This is an optimization exercise on Yosys and OpenROAD, whose aim is small area, a short achievable clock period and few clock cycles per item, not a production implementation.
The RTL was checked by simulation tests, not by an equivalence proof against the original design.
Power and IR drop assume default switching activity.

Setup of red:
Design seq_ack_window_tracker, start of the top module:
module seq_ack_window_tracker #(
  parameter int ACK_WIDTH    = 64,
  parameter int FLIGHT_DEPTH = 32,
  parameter int RX_WINDOW    = 128
) (
  input  wire logic                          clk,
  input  wire logic                          rst_n,
  input  wire logic                          cfg_wr_en,
  input  wire logic [sawt_pkg::SESS_W-1:0]   cfg_wr_data,
  input  wire logic                          in_valid,
  output logic                               in_stall,
  input  wire logic [1:0]                    in_operation,
  input  wire logic [sawt_pkg::SESS_W-1:0]   in_hdr_session,
  input  wire logic [sawt_pkg::SEQ_W-1:0]    in_hdr_seq,
  input  wire logic                          in_hdr_ack_valid,
  input  wire logic [sawt_pkg::SEQ_W-1:0]    in_hdr_highest_ack,
  input  wire logic [sawt_pkg::MASK_W-1:0]   in_hdr_ack_mask,
  output logic                               out_valid,
  input  wire logic                          out_stall,
  output logic                               out_kind,
  output logic [sawt_pkg::STS_W-1:0]         out_status,
  output logic [sawt_pkg::SEQ_W-1:0]         out_seq,
  output logic                               out_acked,
  output logic                               out_rx_seq_valid,
  output logic [sawt_pkg::SEQ_W-1:0]         out_rx_seq,
  output logic [sawt_pkg::MASK_W-1:0]        out_rx_bitmap,
  output logic                               out_connected,
  output logic                               out_last
);
clock: 7.0 ns
lec_check: 0
cap_margin: 20
core_margin: 2
core_utilization: 65
cts_cluster_diameter: 100
cts_cluster_size: 24
setup_slack_margin: 4.3
slew_margin: 20
run.sh (not shown) runs the stock make flow with config.mk's settings and CLKGATE_MAP_FILE= SYNTH_SCRIPT=/design/flow/synth_recipe.tcl, a recipe that flattens the netlist after the stock synthesis.
Testbench counts of red, summed over its fixed seeds: cycles 11,803, items 8,000.
Input-level comparison between blue and red:
Settings: a change of CORE_UTILIZATION from 65 to 58.
## What came out
- Looking at termination of the worst setup path, the used_r[4]$_SDFF_PN0_ result is from red; the q_fatal$_DFFE_PN_ one comes from blue.
- Of the two values seen for type of the worst setup path, in -> reg was produced by blue and reg -> reg by red.
- Relative to red, die area has increased by 12% in blue.
- met2 usage in global routing ended up 4.9 points lower on blue than on red.
- Cmp blue vs red: actual transition at the worst max-transition pin lower in blue
- [compare] base=red new=blue: non-clock buffer count picked up an extra about 7%; final layout net count picked up an extra 33.


main:
seq_ack_window_tracker again, from the RTL that the note above started with.
Settings: LEC_CHECK=0, CAP_MARGIN=20, CORE_MARGIN=2, CORE_UTILIZATION=65, CTS_CLUSTER_DIAMETER=100, CTS_CLUSTER_SIZE=24, SETUP_SLACK_MARGIN=4.5, SLEW_MARGIN=20; clock period 7.0 ns.
Having completed the whole flow, main delivered a layout that passed the timing, DRC and antenna checks.
Testbench counts of main, summed over its fixed seeds: cycles 11,803, items 8,000.
What the feature branch does differently from main at the input level:
- CORE_UTILIZATION now 50, was 65
- SETUP_SLACK_MARGIN now 4.3, was 4.5
==> comparison <==
The feature branch vs main, average wire length per cell after detail routing went down by about 4.4%.
Number of CTS-inserted buffers: the feature branch > main
Taking main as the reference point, the routed length on met2 of the feature branch rises by 3.0%.
main → the feature branch: worst stage delay on the critical path up 0.08 ns; maximum clock frequency up 10 MHz.
Power dissipated in the clock network: the feature branch > main
Going from main to the feature branch, number of placed instances, taps included went up by 6.1%, number of buffers added on ports ~0 delta, part of the total power dissipated in the clock network rose by 1.0 points.
In terms of wire length, main and the feature branch differ only marginally.
Re final worst hold slack: the feature branch is 0.0045 ns up on main.


seq_ack_window_tracker, a different RTL version from the one above (not shown whole).
Size: about 260 I/O pins, roughly 70,000 sq um of cells after synthesis.
==> flow/config.mk <==
export PLATFORM = sky130hd
export DESIGN_NAME = seq_ack_window_tracker
export DESIGN_NICKNAME = seq_ack_window_tracker
export VERILOG_FILES = /design/flow/design.v
export SDC_FILE = /design/flow/constraint.sdc
export NUM_CORES = 4
export LEC_CHECK = 0
export CAP_MARGIN = 20
export CORE_MARGIN = 2
export CORE_UTILIZATION = 58
export CTS_CLUSTER_DIAMETER = 100
export CTS_CLUSTER_SIZE = 24
export SETUP_SLACK_MARGIN = 4.2
export SLEW_MARGIN = 20
==> flow/constraint.sdc <==
create_clock -name core_clock -period 7.0 [get_ports {clk}]
set_input_delay 1.4000 -clock core_clock [delete_from_list [all_inputs] [get_ports {clk}]]
set_output_delay 1.4000 -clock core_clock [all_outputs]
set_load 0.01 [all_outputs]
Testbench counts at the start, summed over its fixed seeds: cycles 11,803, items 8,000.
Edit:
CORE_UTILIZATION = 50   (was 58)
SETUP_SLACK_MARGIN = 4.3   (was 4.2)
Outcome: The changed run ran to the end with no violations. Utilization falls by 7.7 points. Clock power rises by a few percent. Total power rises slightly. Sequential share of layout area falls by 0.94 points. Worst setup slack gets better by 0.049 ns. Cell count rises by a few percent. Wire length rises by a few percent. Fmax rises slightly. Die area rises by about a fifth.

## what the ideal ports hide
The results above use ideal ports. As a check the final layouts listed here were re-extracted and re-timed, cells and wires unchanged. Step 1 (the two cells are an assumption about what drives the block):
set clk [get_ports {clk}]
set_driving_cell -lib_cell sky130_fd_sc_hd__clkbuf_16 $clk
set_driving_cell -lib_cell sky130_fd_sc_hd__buf_2 [delete_from_list [all_inputs] $clk]
Step 2, shift: input delay + t, output delay - t, t = (earliest + latest rising clock arrival at the registers) / 2. This alone moves slack from input paths to output paths. Slacks: no drivers / after step 1 / after step 2; pairs: no drivers / after step 1.
run	t (ns)	setup WS [ns]	hold slack, ns	clock arrival spread, ns	worst register clock-pin slew, ns
red	0.782	4.106 / 4.106 / 3.444	0.421 / 0.421 / 0.421	0.050 / 0.049	0.11 / 0.11
blue	0.770	4.169 / 4.092 / 3.459	0.414 / 0.414 / 0.414	0.037 / 0.037	0.11 / 0.11
main	0.792	4.109 / 4.109 / 3.394	0.420 / 0.420 / 0.420	0.043 / 0.044	0.12 / 0.12
the feature branch	0.784	4.192 / 4.176 / 3.512	0.425 / 0.425 / 0.425	0.031 / 0.032	0.11 / 0.11
the first run of note 3	0.764	4.148 / 4.071 / 3.466	0.425 / 0.425 / 0.425	0.039 / 0.040	0.11 / 0.11
the second run of note 3	0.789	4.197 / 4.158 / 3.409	0.405 / 0.405 / 0.405	0.035 / 0.034	0.12 / 0.12
After both steps setup and hold are still met in every run listed. The setup slack of the second run of note 3, which loses most, moves by -0.039 ns with the drivers and by -0.788 ns with both steps.
